From an optimization exercise on the open Yosys and OpenROAD flow, aimed at a short achievable clock period and few clock cycles per item; shortcuts taken in it are not production practice. The RTL was checked by simulation tests, not by an equivalence proof against the original design.

==> inputs of 07-16 <==
==> flow/design.v <==
package sw_pkg;
    localparam int REF_LEN   = 64;
    localparam int QUERY_LEN = 16;
    localparam int TW = 2 * QUERY_LEN;
    function automatic logic [TW-1:0] col_mask(input int c);
        col_mask = '0;
        for (int x = 0; x < TW; x++) begin
            if (x < 2 * (c + 1)) col_mask[x] = 1'b1;
        end
    endfunction
endpackage
`timescale 1ns/1ps
module sw_row (
    input  logic [sw_pkg::QUERY_LEN*sw_pkg::TW-1:0] h_up_i,
    input  logic [sw_pkg::QUERY_LEN*sw_pkg::TW-1:0] ins_up_i,
    input  logic [sw_pkg::QUERY_LEN-1:0]            match_i,
    output logic [sw_pkg::QUERY_LEN*sw_pkg::TW-1:0] h_o,
    output logic [sw_pkg::QUERY_LEN*sw_pkg::TW-1:0] ins_o
);
    localparam int N  = sw_pkg::QUERY_LEN;
    localparam int TW = sw_pkg::TW;
    logic [N*TW-1:0] a;
    logic [N*TW-1:0] g0, g1, g2, g3, g4;
    always_comb begin
        logic [TW-1:0] diag;
        logic [TW-1:0] ins;
        logic [TW-1:0] h;
        for (int c = 0; c < N; c++) begin
            diag = (c == 0) ? '0 : h_up_i[TW*(c-1) +: TW];
            ins  = (h_up_i[TW*c +: TW] >> 2) | (ins_up_i[TW*c +: TW] >> 1);
            ins_o[TW*c +: TW] = ins & sw_pkg::col_mask(c);
            a[TW*c +: TW] = (match_i[c] ? ((diag << 2) | TW'(3)) : (diag >> 1)) | ins;
        end
        for (int c = 0; c < N; c++) g0[TW*c +: TW] = (c >= 1) ? (a[TW*(c-1) +: TW] >> 2) : '0;
        for (int c = 0; c < N; c++) g1[TW*c +: TW] = g0[TW*c +: TW] | ((c >= 1) ? (g0[TW*(c-1) +: TW] >> 1) : '0);
        for (int c = 0; c < N; c++) g2[TW*c +: TW] = g1[TW*c +: TW] | ((c >= 2) ? (g1[TW*(c-2) +: TW] >> 2) : '0);
        for (int c = 0; c < N; c++) g3[TW*c +: TW] = g2[TW*c +: TW] | ((c >= 4) ? (g2[TW*(c-4) +: TW] >> 4) : '0);
        for (int c = 0; c < N; c++) g4[TW*c +: TW] = g3[TW*c +: TW] | ((c >= 8) ? (g3[TW*(c-8) +: TW] >> 8) : '0);
        for (int c = 0; c < N; c++) begin
            h = a[TW*c +: TW] | g4[TW*c +: TW];
            h_o[TW*c +: TW] = h & sw_pkg::col_mask(c);
        end
    end
endmodule
`timescale 1ns/1ps
module sw_top (
    input  logic          clk,
    input  logic          reset,
    input  logic          valid_i,
    input  logic [1:0]    data_ref_i,
    input  logic [1:0]    data_query_i,
    output logic          finish_o,
    output logic [20:0]   best_o
);
    localparam int N  = sw_pkg::QUERY_LEN;
    localparam int TW = sw_pkg::TW;
    localparam int RW = N * TW;
    logic        active_q;      
    logic [6:0]  cnt_q;         
    logic        full_q;        
    logic        lastb_q;       
    logic [6:0]  rd_q;          
    logic [4:0]  occ_q;         
    logic [N:0]  wp_q;          
    logic        occ1_q, occ2_q;    
    logic        qready_q;      
    logic        last_q;        
    logic        fin_q;
    logic        start;
    logic        take;          
    logic        row1, row2;    
    logic        sel_af, sel_bf, sel_bp;
    logic        push;          
    logic [4:0]  occ_n;
    assign start  = !active_q && valid_i;
    assign take   = active_q && valid_i && !full_q;
    assign sel_bf = qready_q && occ2_q;                        
    assign sel_bp = qready_q && occ1_q && take && lastb_q;     
    assign sel_af = qready_q && occ1_q && !(take && lastb_q);  
    assign row1   = sel_af;
    assign row2   = sel_bf || sel_bp;
    assign push   = take && !sel_bp;
    assign occ_n  = start ? 5'd1
                  : occ_q - (sel_bf ? 5'd2 : (sel_af || sel_bp) ? 5'd1 : 5'd0) + 5'(push);
    always_ff @(posedge clk or posedge reset) begin
        if (reset) begin
            active_q <= 1'b0;
            qready_q <= 1'b0;
            last_q   <= 1'b0;
            fin_q    <= 1'b0;
        end else begin
            fin_q  <= last_q;
            last_q <= (rd_q == 7'd63 && row1) || (rd_q == 7'd62 && row2);
            if (start)       active_q <= 1'b1;
            else if (last_q) active_q <= 1'b0;
            if (start || last_q) qready_q <= 1'b0;
            else if (take && cnt_q == 7'(N - 1)) qready_q <= 1'b1;
        end
    end
    always_ff @(posedge clk) begin
        if (start) begin
            cnt_q   <= 7'd1;
            full_q  <= 1'b0;
            lastb_q <= 1'b0;
            rd_q    <= 7'd0;
        end else begin
            cnt_q   <= cnt_q + 7'(take);
            full_q  <= full_q || (take && lastb_q);
            lastb_q <= lastb_q || (take && cnt_q == 7'd62);
            rd_q    <= rd_q + (row2 ? 7'd2 : row1 ? 7'd1 : 7'd0);
        end
        occ_q  <= occ_n;
        occ1_q <= (occ_n == 5'd1);
        occ2_q <= (occ_n >= 5'd2);
        for (int k = 0; k <= N; k++) wp_q[k] <= (occ_n == 5'(k));
    end
    logic [1:0]     fifo_q [0:N-1];
    logic [1:0]     fifo_n [0:N-1];
    logic [2*N-1:0] query_q, query_n;
    logic [N-1:0]   ma_q, mb_q;         
    logic [4*N-1:0] qm_q;               
    logic [N-1:0]   wpos;               
    always_comb begin
        for (int k = 0; k < N; k++) begin
            if (!qready_q)   wpos[k] = wp_q[k];
            else if (occ2_q) wpos[k] = (k + 2 <= N) ? wp_q[k+2] : 1'b0;
            else             wpos[k] = (k == 0);
        end
        for (int k = 0; k < N; k++) begin
            fifo_n[k] = fifo_q[k];
            if (start) begin
                if (k == 0) fifo_n[k] = data_ref_i;
            end else if (push && wpos[k]) begin
                fifo_n[k] = data_ref_i;
            end else if (sel_bf) begin
                if (k + 2 < N) fifo_n[k] = fifo_q[k+2];
            end else if (qready_q && occ1_q) begin
                if (k + 1 < N) fifo_n[k] = fifo_q[k+1];
            end
        end
        for (int c = 0; c < N; c++) begin
            query_n[2*c +: 2] = query_q[2*c +: 2];
            if ((start && c == 0) || (take && cnt_q == 7'(c))) query_n[2*c +: 2] = data_query_i;
        end
    end
    always_ff @(posedge clk) begin
        for (int k = 0; k < N; k++) fifo_q[k] <= fifo_n[k];
        query_q <= query_n;
        for (int c = 0; c < N; c++) begin
            ma_q[c] <= (fifo_n[0] == query_n[2*c +: 2]);
            mb_q[c] <= (fifo_n[1] == query_n[2*c +: 2]);
            for (int b = 0; b < 4; b++) qm_q[N*b + c] <= (query_n[2*c +: 2] == 2'(b));
        end
    end
    logic [RW-1:0] h_q, ins_q;
    logic [RW-1:0] h_af, h_bf, ins_a, ins_b;
    logic [RW-1:0] h_bp [0:3];
    logic [RW-1:0] unused_ins [0:3];
    sw_row u_row_af (.h_up_i(h_q),  .ins_up_i(ins_q), .match_i(ma_q), .h_o(h_af), .ins_o(ins_a));
    sw_row u_row_bf (.h_up_i(h_af), .ins_up_i(ins_a), .match_i(mb_q), .h_o(h_bf), .ins_o(ins_b));
    for (genvar b = 0; b < 4; b++) begin : g_base
        sw_row u_row_bp (.h_up_i(h_af), .ins_up_i(ins_a), .match_i(qm_q[N*b +: N]),
                         .h_o(h_bp[b]), .ins_o(unused_ins[b]));
    end
    always_ff @(posedge clk) begin
        if (!active_q) begin
            h_q   <= '0;
            ins_q <= '0;
        end else if (row1 || row2) begin
            h_q   <= sel_bf ? h_bf : sel_bp ? h_bp[data_ref_i] : h_af;
            ins_q <= row2 ? ins_b : ins_a;
        end
    end
    logic [RW-1:0] pa_q;
    always_ff @(posedge clk) begin
        if (!active_q) begin
            pa_q <= '0;
        end else if (row2) begin
            pa_q <= h_af;
        end
    end
    logic [RW-1:0]  bv_q, bv_n;
    logic [7*N-1:0] bi_q, bi_n;
    always_comb begin
        logic [TW-1:0] v;
        logic [TW-1:0] va;
        logic [TW-1:0] vb;
        logic [6:0]    p;
        for (int c = 0; c < N; c++) begin
            v  = bv_q[TW*c +: TW];
            va = pa_q[TW*c +: TW];
            vb = h_q[TW*c +: TW];
            p  = bi_q[7*c +: 7];
            if (|(vb & ~v & ~va))    p = rd_q;
            else if (|(va & ~v))     p = rd_q - 7'd1;
            bv_n[TW*c +: TW] = v | va | vb;
            bi_n[7*c +: 7]   = p;
        end
    end
    always_ff @(posedge clk) begin
        if (!active_q) begin
            bv_q <= '0;
            bi_q <= '0;
        end else begin
            bv_q <= bv_n;
            bi_q <= bi_n;
        end
    end
    logic [RW-1:0]  bv_f;
    logic [7*N-1:0] bi_f;
    assign bv_f = bv_n;
    assign bi_f = bi_n;
    logic [N-1:0]  win;
    logic [TW-1:0] vmax;
    logic [20:0]   result;
    always_comb begin
        logic [N*N-1:0] gt;
        logic [5:0]     score;
        logic [6:0]     rpos;
        logic [5:0]     qpos;
        for (int c = 0; c < N; c++) begin
            for (int k = 0; k < N; k++) begin
                gt[N*c + k] = |(bv_f[TW*c +: TW] & ~bv_f[TW*k +: TW]);
            end
        end
        vmax = '0;
        for (int c = 0; c < N; c++) begin
            vmax = vmax | bv_f[TW*c +: TW];
            win[c] = 1'b1;
            for (int k = 0; k < N; k++) begin
                if (k < c) win[c] = win[c] & gt[N*c + k];
                if (k > c) win[c] = win[c] & !gt[N*k + c];
            end
        end
        score = '0;
        for (int x = 1; x <= TW; x++) begin
            score = score | ({6{vmax[x-1] && (x == TW || !vmax[x])}} & 6'(x));
        end
        rpos = '0;
        qpos = '0;
        for (int c = 0; c < N; c++) begin
            rpos = rpos | ({7{win[c]}} & bi_f[7*c +: 7]);
            qpos = qpos | ({6{win[c]}} & 6'(c + 1));
        end
        if (!vmax[0]) qpos = '0;
        result = {2'b00, score, rpos, qpos};
    end
    always_ff @(posedge clk or posedge reset) begin
        if (reset) begin
            best_o <= '0;
        end else if (last_q) begin
            best_o <= result;
        end
    end
    assign finish_o = fin_q;
endmodule
==> flow/flow/run.sh <==
#!/bin/bash
# The standard layout, unchanged except that:
#  - the port buffers start as buf_8 instead of the smallest buffer.
set -euo pipefail
bash standard.sh SETUP_SLACK_MARGIN=8 TNS_END_PERCENT=10 \
    "BUFFER_PORTS_ARGS=-buffer_cell sky130_fd_sc_hd__buf_8" finish > standard_flow.log 2>&1
==> flow/standard.sh <==
#!/bin/bash
# synth_recipe.tcl (not shown) runs the flow's synth.tcl, then flattens the netlist and writes it again
# the make line also repeats each setting of config.mk as NAME=value (left out here)
make -C /OpenROAD-flow-scripts/flow DESIGN_CONFIG=/design/flow/config.mk WORK_HOME=/design/flow/orfs CLKGATE_MAP_FILE= SYNTH_SCRIPT=/design/flow/synth_recipe.tcl "${@:-finish}"
==> flow/config.mk <==
export PLATFORM = sky130hd
export DESIGN_NAME = sw_top
export DESIGN_NICKNAME = sw_top
export VERILOG_FILES = /design/flow/design.v
export SDC_FILE = /design/flow/constraint.sdc
export NUM_CORES = 4
export LEC_CHECK = 0
export CAP_MARGIN = 20
export CORE_MARGIN = 2
export CORE_UTILIZATION = 25
export SLEW_MARGIN = 20
==> flow/constraint.sdc <==
create_clock -name core_clock -period 11.0 [get_ports {clk}]
set_input_delay 2.2000 -clock core_clock [delete_from_list [all_inputs] [get_ports {clk}]]
set_output_delay 2.2000 -clock core_clock [all_outputs]
set_load 0.01 [all_outputs]
==> 05-19: changes against 07-16 <==
==> flow/design.v, changed modules only <==
module sw_row (
    input  logic [sw_pkg::QUERY_LEN*sw_pkg::TW-1:0] h_up_i,
    input  logic [sw_pkg::QUERY_LEN*sw_pkg::TW-1:0] ins_up_i,
    input  logic [sw_pkg::QUERY_LEN-1:0]            match_i,
    output logic [sw_pkg::QUERY_LEN*sw_pkg::TW-1:0] h_o,
    output logic [sw_pkg::QUERY_LEN*sw_pkg::TW-1:0] ins_o
);
    localparam int N  = sw_pkg::QUERY_LEN;
    localparam int TW = sw_pkg::TW;
    logic [N*TW-1:0] a;
    always_comb begin
        logic [TW-1:0] diag;
        logic [TW-1:0] ins;
        logic [TW-1:0] h;
        for (int c = 0; c < N; c++) begin
            diag = (c == 0) ? '0 : h_up_i[TW*(c-1) +: TW];
            ins  = (h_up_i[TW*c +: TW] >> 2) | (ins_up_i[TW*c +: TW] >> 1);
            ins_o[TW*c +: TW] = ins & sw_pkg::col_mask(c);
            a[TW*c +: TW] = (match_i[c] ? ((diag << 2) | TW'(3)) : (diag >> 1)) | ins;
        end
        for (int c = 0; c < N; c++) begin
            h = a[TW*c +: TW];
            for (int k = 0; k < c; k++) begin
                h = h | (a[TW*k +: TW] >> (c - k + 1));
            end
            h_o[TW*c +: TW] = h & sw_pkg::col_mask(c);
        end
    end
endmodule
module sw_top (
    input  logic          clk,
    input  logic          reset,
    input  logic          valid_i,
    input  logic [1:0]    data_ref_i,
    input  logic [1:0]    data_query_i,
    output logic          finish_o,
    output logic [20:0]   best_o
);
    localparam int N  = sw_pkg::QUERY_LEN;
    localparam int TW = sw_pkg::TW;
    localparam int RW = N * TW;
    logic        active_q;      
    logic [6:0]  cnt_q;         
    logic        full_q;        
    logic [6:0]  rd_q;          
    logic [4:0]  occ_q;         
    logic        occ1_q, occ2_q;    
    logic        qready_q;      
    logic        last_q;        
    logic        fin_q;
    logic        start;
    logic        take;          
    logic        row1, row2;    
    logic        sel_af, sel_bf;
    logic [1:0]  nfifo;         
    logic [4:0]  occ_n;
    assign start  = !active_q && valid_i;
    assign take   = active_q && valid_i && !full_q;
    assign sel_af = qready_q && occ1_q;             
    assign sel_bf = qready_q && occ2_q;             
    assign row1   = sel_af;
    assign row2   = sel_bf;
    assign nfifo  = sel_bf ? 2'd2 : sel_af ? 2'd1 : 2'd0;
    assign occ_n  = start ? 5'd1 : occ_q - 5'(nfifo) + 5'(take);
    always_ff @(posedge clk or posedge reset) begin
        if (reset) begin
            active_q <= 1'b0;
            qready_q <= 1'b0;
            last_q   <= 1'b0;
            fin_q    <= 1'b0;
        end else begin
            fin_q  <= last_q;
            last_q <= (rd_q == 7'd63 && row1) || (rd_q == 7'd62 && row2);
            if (start)       active_q <= 1'b1;
            else if (last_q) active_q <= 1'b0;
            if (start || last_q) qready_q <= 1'b0;
            else if (take && cnt_q == 7'(N - 1)) qready_q <= 1'b1;
        end
    end
    always_ff @(posedge clk) begin
        if (start) begin
            cnt_q  <= 7'd1;
            full_q <= 1'b0;
            rd_q   <= 7'd0;
        end else begin
            cnt_q  <= cnt_q + 7'(take);
            full_q <= full_q || (take && cnt_q == 7'd63);
            rd_q   <= rd_q + (row2 ? 7'd2 : row1 ? 7'd1 : 7'd0);
        end
        occ_q  <= occ_n;
        occ1_q <= (occ_n == 5'd1);
        occ2_q <= (occ_n >= 5'd2);
    end
    logic [1:0]     fifo_q [0:N-1];
    logic [1:0]     fifo_n [0:N-1];
    logic [2*N-1:0] query_q, query_n;
    logic [N-1:0]   ma_q, mb_q;         
    always_comb begin
        for (int k = 0; k < N; k++) begin
            fifo_n[k] = fifo_q[k];
            if (start) begin
                if (k == 0) fifo_n[k] = data_ref_i;
            end else if (take && (5'(k) == occ_q - 5'(nfifo))) begin
                fifo_n[k] = data_ref_i;
            end else if (nfifo == 2'd2) begin
                if (k + 2 < N) fifo_n[k] = fifo_q[k+2];
            end else if (nfifo == 2'd1) begin
                if (k + 1 < N) fifo_n[k] = fifo_q[k+1];
            end
        end
        for (int c = 0; c < N; c++) begin
            query_n[2*c +: 2] = query_q[2*c +: 2];
            if ((start && c == 0) || (take && cnt_q == 7'(c))) query_n[2*c +: 2] = data_query_i;
        end
    end
    always_ff @(posedge clk) begin
        for (int k = 0; k < N; k++) fifo_q[k] <= fifo_n[k];
        query_q <= query_n;
        for (int c = 0; c < N; c++) begin
            ma_q[c] <= (fifo_n[0] == query_n[2*c +: 2]);
            mb_q[c] <= (fifo_n[1] == query_n[2*c +: 2]);
        end
    end
    logic [RW-1:0] h_q, ins_q;
    logic [RW-1:0] h_af, h_bf, ins_a, ins_b;
    sw_row u_row_af (.h_up_i(h_q),  .ins_up_i(ins_q), .match_i(ma_q), .h_o(h_af), .ins_o(ins_a));
    sw_row u_row_bf (.h_up_i(h_af), .ins_up_i(ins_a), .match_i(mb_q), .h_o(h_bf), .ins_o(ins_b));
    always_ff @(posedge clk) begin
        if (!active_q) begin
            h_q   <= '0;
            ins_q <= '0;
        end else if (row1 || row2) begin
            h_q   <= row2 ? h_bf : h_af;
            ins_q <= row2 ? ins_b : ins_a;
        end
    end
    logic [RW-1:0] pa_q;
    always_ff @(posedge clk) begin
        if (!active_q) begin
            pa_q <= '0;
        end else if (row2) begin
            pa_q <= h_af;
        end
    end
    logic [RW-1:0]  bv_q, bv_n;
    logic [7*N-1:0] bi_q, bi_n;
    always_comb begin
        logic [TW-1:0] v;
        logic [TW-1:0] va;
        logic [TW-1:0] vb;
        logic [6:0]    p;
        for (int c = 0; c < N; c++) begin
            v  = bv_q[TW*c +: TW];
            va = pa_q[TW*c +: TW];
            vb = h_q[TW*c +: TW];
            p  = bi_q[7*c +: 7];
            if (|(vb & ~v & ~va))    p = rd_q;
            else if (|(va & ~v))     p = rd_q - 7'd1;
            bv_n[TW*c +: TW] = v | va | vb;
            bi_n[7*c +: 7]   = p;
        end
    end
    always_ff @(posedge clk) begin
        if (!active_q) begin
            bv_q <= '0;
            bi_q <= '0;
        end else begin
            bv_q <= bv_n;
            bi_q <= bi_n;
        end
    end
    logic [N-1:0]  win;
    logic [TW-1:0] vmax;
    logic [20:0]   result;
    always_comb begin
        logic [N*N-1:0] gt;
        logic [5:0]     score;
        logic [6:0]     rpos;
        logic [5:0]     qpos;
        for (int c = 0; c < N; c++) begin
            for (int k = 0; k < N; k++) begin
                gt[N*c + k] = |(bv_n[TW*c +: TW] & ~bv_n[TW*k +: TW]);
            end
        end
        vmax = '0;
        for (int c = 0; c < N; c++) begin
            vmax = vmax | bv_n[TW*c +: TW];
            win[c] = 1'b1;
            for (int k = 0; k < N; k++) begin
                if (k < c) win[c] = win[c] & gt[N*c + k];
                if (k > c) win[c] = win[c] & !gt[N*k + c];
            end
        end
        score = '0;
        for (int x = 1; x <= TW; x++) begin
            if (vmax[x-1] && (x == TW || !vmax[x])) score = score | 6'(x);
        end
        rpos = '0;
        qpos = '0;
        for (int c = 0; c < N; c++) begin
            if (win[c]) begin
                rpos = rpos | bi_n[7*c +: 7];
                qpos = qpos | 6'(c + 1);
            end
        end
        if (!vmax[0]) qpos = '0;
        result = {2'b00, score, rpos, qpos};
    end
    always_ff @(posedge clk or posedge reset) begin
        if (reset) begin
            best_o <= '0;
        end else if (last_q) begin
            best_o <= result;
        end
    end
    assign finish_o = fin_q;
endmodule
==> flow/flow/run.sh (replaced) <==
#!/bin/bash
set -euo pipefail
bash standard.sh SETUP_SLACK_MARGIN=7.5 TNS_END_PERCENT=10 finish > standard_flow.log 2>&1
--- a/flow/config.mk
+++ b/flow/config.mk
@@ -7,5 +7,5 @@
 export LEC_CHECK = 0
 export CAP_MARGIN = 20
 export CORE_MARGIN = 2
-export CORE_UTILIZATION = 25
+export CORE_UTILIZATION = 35
 export SLEW_MARGIN = 20
==> 07-07: changes against 07-16 <==
==> flow/design.v, changed modules only <==
module sw_top (
    input  logic          clk,
    input  logic          reset,
    input  logic          valid_i,
    input  logic [1:0]    data_ref_i,
    input  logic [1:0]    data_query_i,
    output logic          finish_o,
    output logic [20:0]   best_o
);
    localparam int N  = sw_pkg::QUERY_LEN;
    localparam int TW = sw_pkg::TW;
    localparam int RW = N * TW;
    logic        active_q;      
    logic [6:0]  cnt_q;         
    logic        full_q;        
    logic [6:0]  rd_q;          
    logic [4:0]  occ_q;         
    logic        occ1_q, occ2_q;    
    logic        qready_q;      
    logic        last_q;        
    logic        fin_q;
    logic        start;
    logic        take;          
    logic        row1, row2;    
    logic        sel_af, sel_bf;
    logic [1:0]  nfifo;         
    logic [4:0]  occ_n;
    assign start  = !active_q && valid_i;
    assign take   = active_q && valid_i && !full_q;
    assign sel_af = qready_q && occ1_q;             
    assign sel_bf = qready_q && occ2_q;             
    assign row1   = sel_af;
    assign row2   = sel_bf;
    assign nfifo  = sel_bf ? 2'd2 : sel_af ? 2'd1 : 2'd0;
    assign occ_n  = start ? 5'd1 : occ_q - 5'(nfifo) + 5'(take);
    always_ff @(posedge clk or posedge reset) begin
        if (reset) begin
            active_q <= 1'b0;
            qready_q <= 1'b0;
            last_q   <= 1'b0;
            fin_q    <= 1'b0;
        end else begin
            fin_q  <= last_q;
            last_q <= (rd_q == 7'd63 && row1) || (rd_q == 7'd62 && row2);
            if (start)       active_q <= 1'b1;
            else if (last_q) active_q <= 1'b0;
            if (start || last_q) qready_q <= 1'b0;
            else if (take && cnt_q == 7'(N - 1)) qready_q <= 1'b1;
        end
    end
    always_ff @(posedge clk) begin
        if (start) begin
            cnt_q  <= 7'd1;
            full_q <= 1'b0;
            rd_q   <= 7'd0;
        end else begin
            cnt_q  <= cnt_q + 7'(take);
            full_q <= full_q || (take && cnt_q == 7'd63);
            rd_q   <= rd_q + (row2 ? 7'd2 : row1 ? 7'd1 : 7'd0);
        end
        occ_q  <= occ_n;
        occ1_q <= (occ_n == 5'd1);
        occ2_q <= (occ_n >= 5'd2);
    end
    logic [1:0]     fifo_q [0:N-1];
    logic [1:0]     fifo_n [0:N-1];
    logic [2*N-1:0] query_q, query_n;
    logic [N-1:0]   ma_q, mb_q;         
    always_comb begin
        for (int k = 0; k < N; k++) begin
            fifo_n[k] = fifo_q[k];
            if (start) begin
                if (k == 0) fifo_n[k] = data_ref_i;
            end else if (take && (5'(k) == occ_q - 5'(nfifo))) begin
                fifo_n[k] = data_ref_i;
            end else if (nfifo == 2'd2) begin
                if (k + 2 < N) fifo_n[k] = fifo_q[k+2];
            end else if (nfifo == 2'd1) begin
                if (k + 1 < N) fifo_n[k] = fifo_q[k+1];
            end
        end
        for (int c = 0; c < N; c++) begin
            query_n[2*c +: 2] = query_q[2*c +: 2];
            if ((start && c == 0) || (take && cnt_q == 7'(c))) query_n[2*c +: 2] = data_query_i;
        end
    end
    always_ff @(posedge clk) begin
        for (int k = 0; k < N; k++) fifo_q[k] <= fifo_n[k];
        query_q <= query_n;
        for (int c = 0; c < N; c++) begin
            ma_q[c] <= (fifo_n[0] == query_n[2*c +: 2]);
            mb_q[c] <= (fifo_n[1] == query_n[2*c +: 2]);
        end
    end
    logic [RW-1:0] h_q, ins_q;
    logic [RW-1:0] h_af, h_bf, ins_a, ins_b;
    sw_row u_row_af (.h_up_i(h_q),  .ins_up_i(ins_q), .match_i(ma_q), .h_o(h_af), .ins_o(ins_a));
    sw_row u_row_bf (.h_up_i(h_af), .ins_up_i(ins_a), .match_i(mb_q), .h_o(h_bf), .ins_o(ins_b));
    always_ff @(posedge clk) begin
        if (!active_q) begin
            h_q   <= '0;
            ins_q <= '0;
        end else if (row1 || row2) begin
            h_q   <= row2 ? h_bf : h_af;
            ins_q <= row2 ? ins_b : ins_a;
        end
    end
    logic [RW-1:0] pa_q;
    always_ff @(posedge clk) begin
        if (!active_q) begin
            pa_q <= '0;
        end else if (row2) begin
            pa_q <= h_af;
        end
    end
    logic [RW-1:0]  bv_q, bv_n;
    logic [7*N-1:0] bi_q, bi_n;
    always_comb begin
        logic [TW-1:0] v;
        logic [TW-1:0] va;
        logic [TW-1:0] vb;
        logic [6:0]    p;
        for (int c = 0; c < N; c++) begin
            v  = bv_q[TW*c +: TW];
            va = pa_q[TW*c +: TW];
            vb = h_q[TW*c +: TW];
            p  = bi_q[7*c +: 7];
            if (|(vb & ~v & ~va))    p = rd_q;
            else if (|(va & ~v))     p = rd_q - 7'd1;
            bv_n[TW*c +: TW] = v | va | vb;
            bi_n[7*c +: 7]   = p;
        end
    end
    always_ff @(posedge clk) begin
        if (!active_q) begin
            bv_q <= '0;
            bi_q <= '0;
        end else begin
            bv_q <= bv_n;
            bi_q <= bi_n;
        end
    end
    logic [N-1:0]  win;
    logic [TW-1:0] vmax;
    logic [20:0]   result;
    always_comb begin
        logic [N*N-1:0] gt;
        logic [5:0]     score;
        logic [6:0]     rpos;
        logic [5:0]     qpos;
        for (int c = 0; c < N; c++) begin
            for (int k = 0; k < N; k++) begin
                gt[N*c + k] = |(bv_n[TW*c +: TW] & ~bv_n[TW*k +: TW]);
            end
        end
        vmax = '0;
        for (int c = 0; c < N; c++) begin
            vmax = vmax | bv_n[TW*c +: TW];
            win[c] = 1'b1;
            for (int k = 0; k < N; k++) begin
                if (k < c) win[c] = win[c] & gt[N*c + k];
                if (k > c) win[c] = win[c] & !gt[N*k + c];
            end
        end
        score = '0;
        for (int x = 1; x <= TW; x++) begin
            score = score | ({6{vmax[x-1] && (x == TW || !vmax[x])}} & 6'(x));
        end
        rpos = '0;
        qpos = '0;
        for (int c = 0; c < N; c++) begin
            rpos = rpos | ({7{win[c]}} & bi_n[7*c +: 7]);
            qpos = qpos | ({6{win[c]}} & 6'(c + 1));
        end
        if (!vmax[0]) qpos = '0;
        result = {2'b00, score, rpos, qpos};
    end
    always_ff @(posedge clk or posedge reset) begin
        if (reset) begin
            best_o <= '0;
        end else if (last_q) begin
            best_o <= result;
        end
    end
    assign finish_o = fin_q;
endmodule
==> flow_summary.ini <==
[finish]
signal_buffers = 785
final_cell_mix = nor2_1, dfxtp_1, nand2_1, buf_4, o22ai_1

[clock_tree]
ctsResizeCount = 389

[grt]
gr-usage-all-layers = 0.443
antenna_found_initial = 48

[worst_hold_path]
min-delay-start = ins_q[491]

[synthesis]
synth_xor_xnor_area_share = 0.00965

[status]
status = complete, no violations

[setup_path]
crit_family = simple AND/OR/NAND/NOR gates
path_cells = buf_8 > mux2i_1 > nand2_1 > nor2_1 > a21oi_1 > nor3_1 > nand2_1 > o221ai_1 > a21oi_1

[pwr]
comb_power_share = 0.528

[timing]
min_period_ps = 3830

[routing]
routed-wl-met3_um = 85200
# the run above: 05-19

==> flow_summary.ini <==
[status]
status = complete, no violations

[timing]
min_period_ps = 3830

[setup_path]
crit_family = compound AO/OA/AOI/OAI gates
path_cells = nor2b_1 > a2111oi_0 > nand4_1 > nor4_2 > buf_4 > mux2_2 > mux2_2 > a221o_1 > o32a_1

[grt]
gr-usage-all-layers = 0.311
grt_pass1_wl_um = 673000
antenna_found_initial = 31

[synthesis]
synth_xor_xnor_area_share = 0.00988

[routing]
routed-wl-met3_um = 77800

[clock_tree]
ctsResizeCount = 844

[worst_hold_path]
min-delay-start = ins_q[65]

[finish]
design.seq.count = 1261

[pwr]
comb_power_share = 0.530
# the run above: 07-07

==> flow_summary.ini <==
[flow_run]
cap_viol_max_count = 0

[routing]
routed-wl-met3_um = 175000
via_count = 154675

[pwr]
comb_power_share = 0.642
p_switching_mw = 26.6

[synthesis]
ys_ff_latch = 1342
synth_compound_area_frac = 0.278
synth_xor_xnor_area_share = 0.00735

[setup_path]
crit_start = h_q[273]
path_cells = buf_4 > nand2_1 > buf_4 > nand2b_2 > nor2_1 > and2_4 > nand2_8 > or4_4 > nor2_2 > a221o_1 > a21oi_1 > o21a_1
crit_family = simple AND/OR/NAND/NOR gates

[finish]
signal_buffers = 2147
final_cell_mix = nor2_1, buf_4, nand2_1, dfxtp_1, a21oi_1

[clock_tree]
ctsResizeCount = 1964

[grt]
gr-usage-all-layers = 0.433

[status]
status = complete, no violations

[timing]
min_period_ps = 4160
timing.hold.ws_ps = 454

[worst_hold_path]
hold_depth = 2
min-delay-start = ins_q[433]
# the run above: 07-16

Testbench counts of 07-16, summed over its fixed seeds: cycles 12,480, jobs 192.
Testbench counts of 05-19, summed over its fixed seeds: cycles 12,672, jobs 192.
Testbench counts of 07-07, summed over its fixed seeds: cycles 12,672, jobs 192.

afterwards: timing with drivers on the ports:
How much do the figures lean on ideal ports? The routed layouts below were timed once more, with nothing changed but the port constraints.
Step 1 assumes that a clkbuf_16 drives the clock port and a buf_2 every other input.
Step 2 moves the port delays by t, midway between the first and last clock arrival at a register: inputs arrive t later, outputs are due t later. That takes back most of the time a late clock gives input paths.
Three values: ideal, step 1, step 2; two values: the first two.
run | t (ns) | slack for setup (ns) | pins driven straight from the clock port
07-16 | 1.059 | 6.838 / 6.838 / 5.823 | 1
05-19 | 0.955 | 7.169 / 7.169 / 6.616 | 1
07-07 | 0.959 | 7.171 / 7.171 / 6.835 | 1
After both steps setup and hold are still met in every run listed. For 07-16, which loses most, drivers alone change the setup slack by 0.000 ns; drivers and shift together by -1.015 ns.
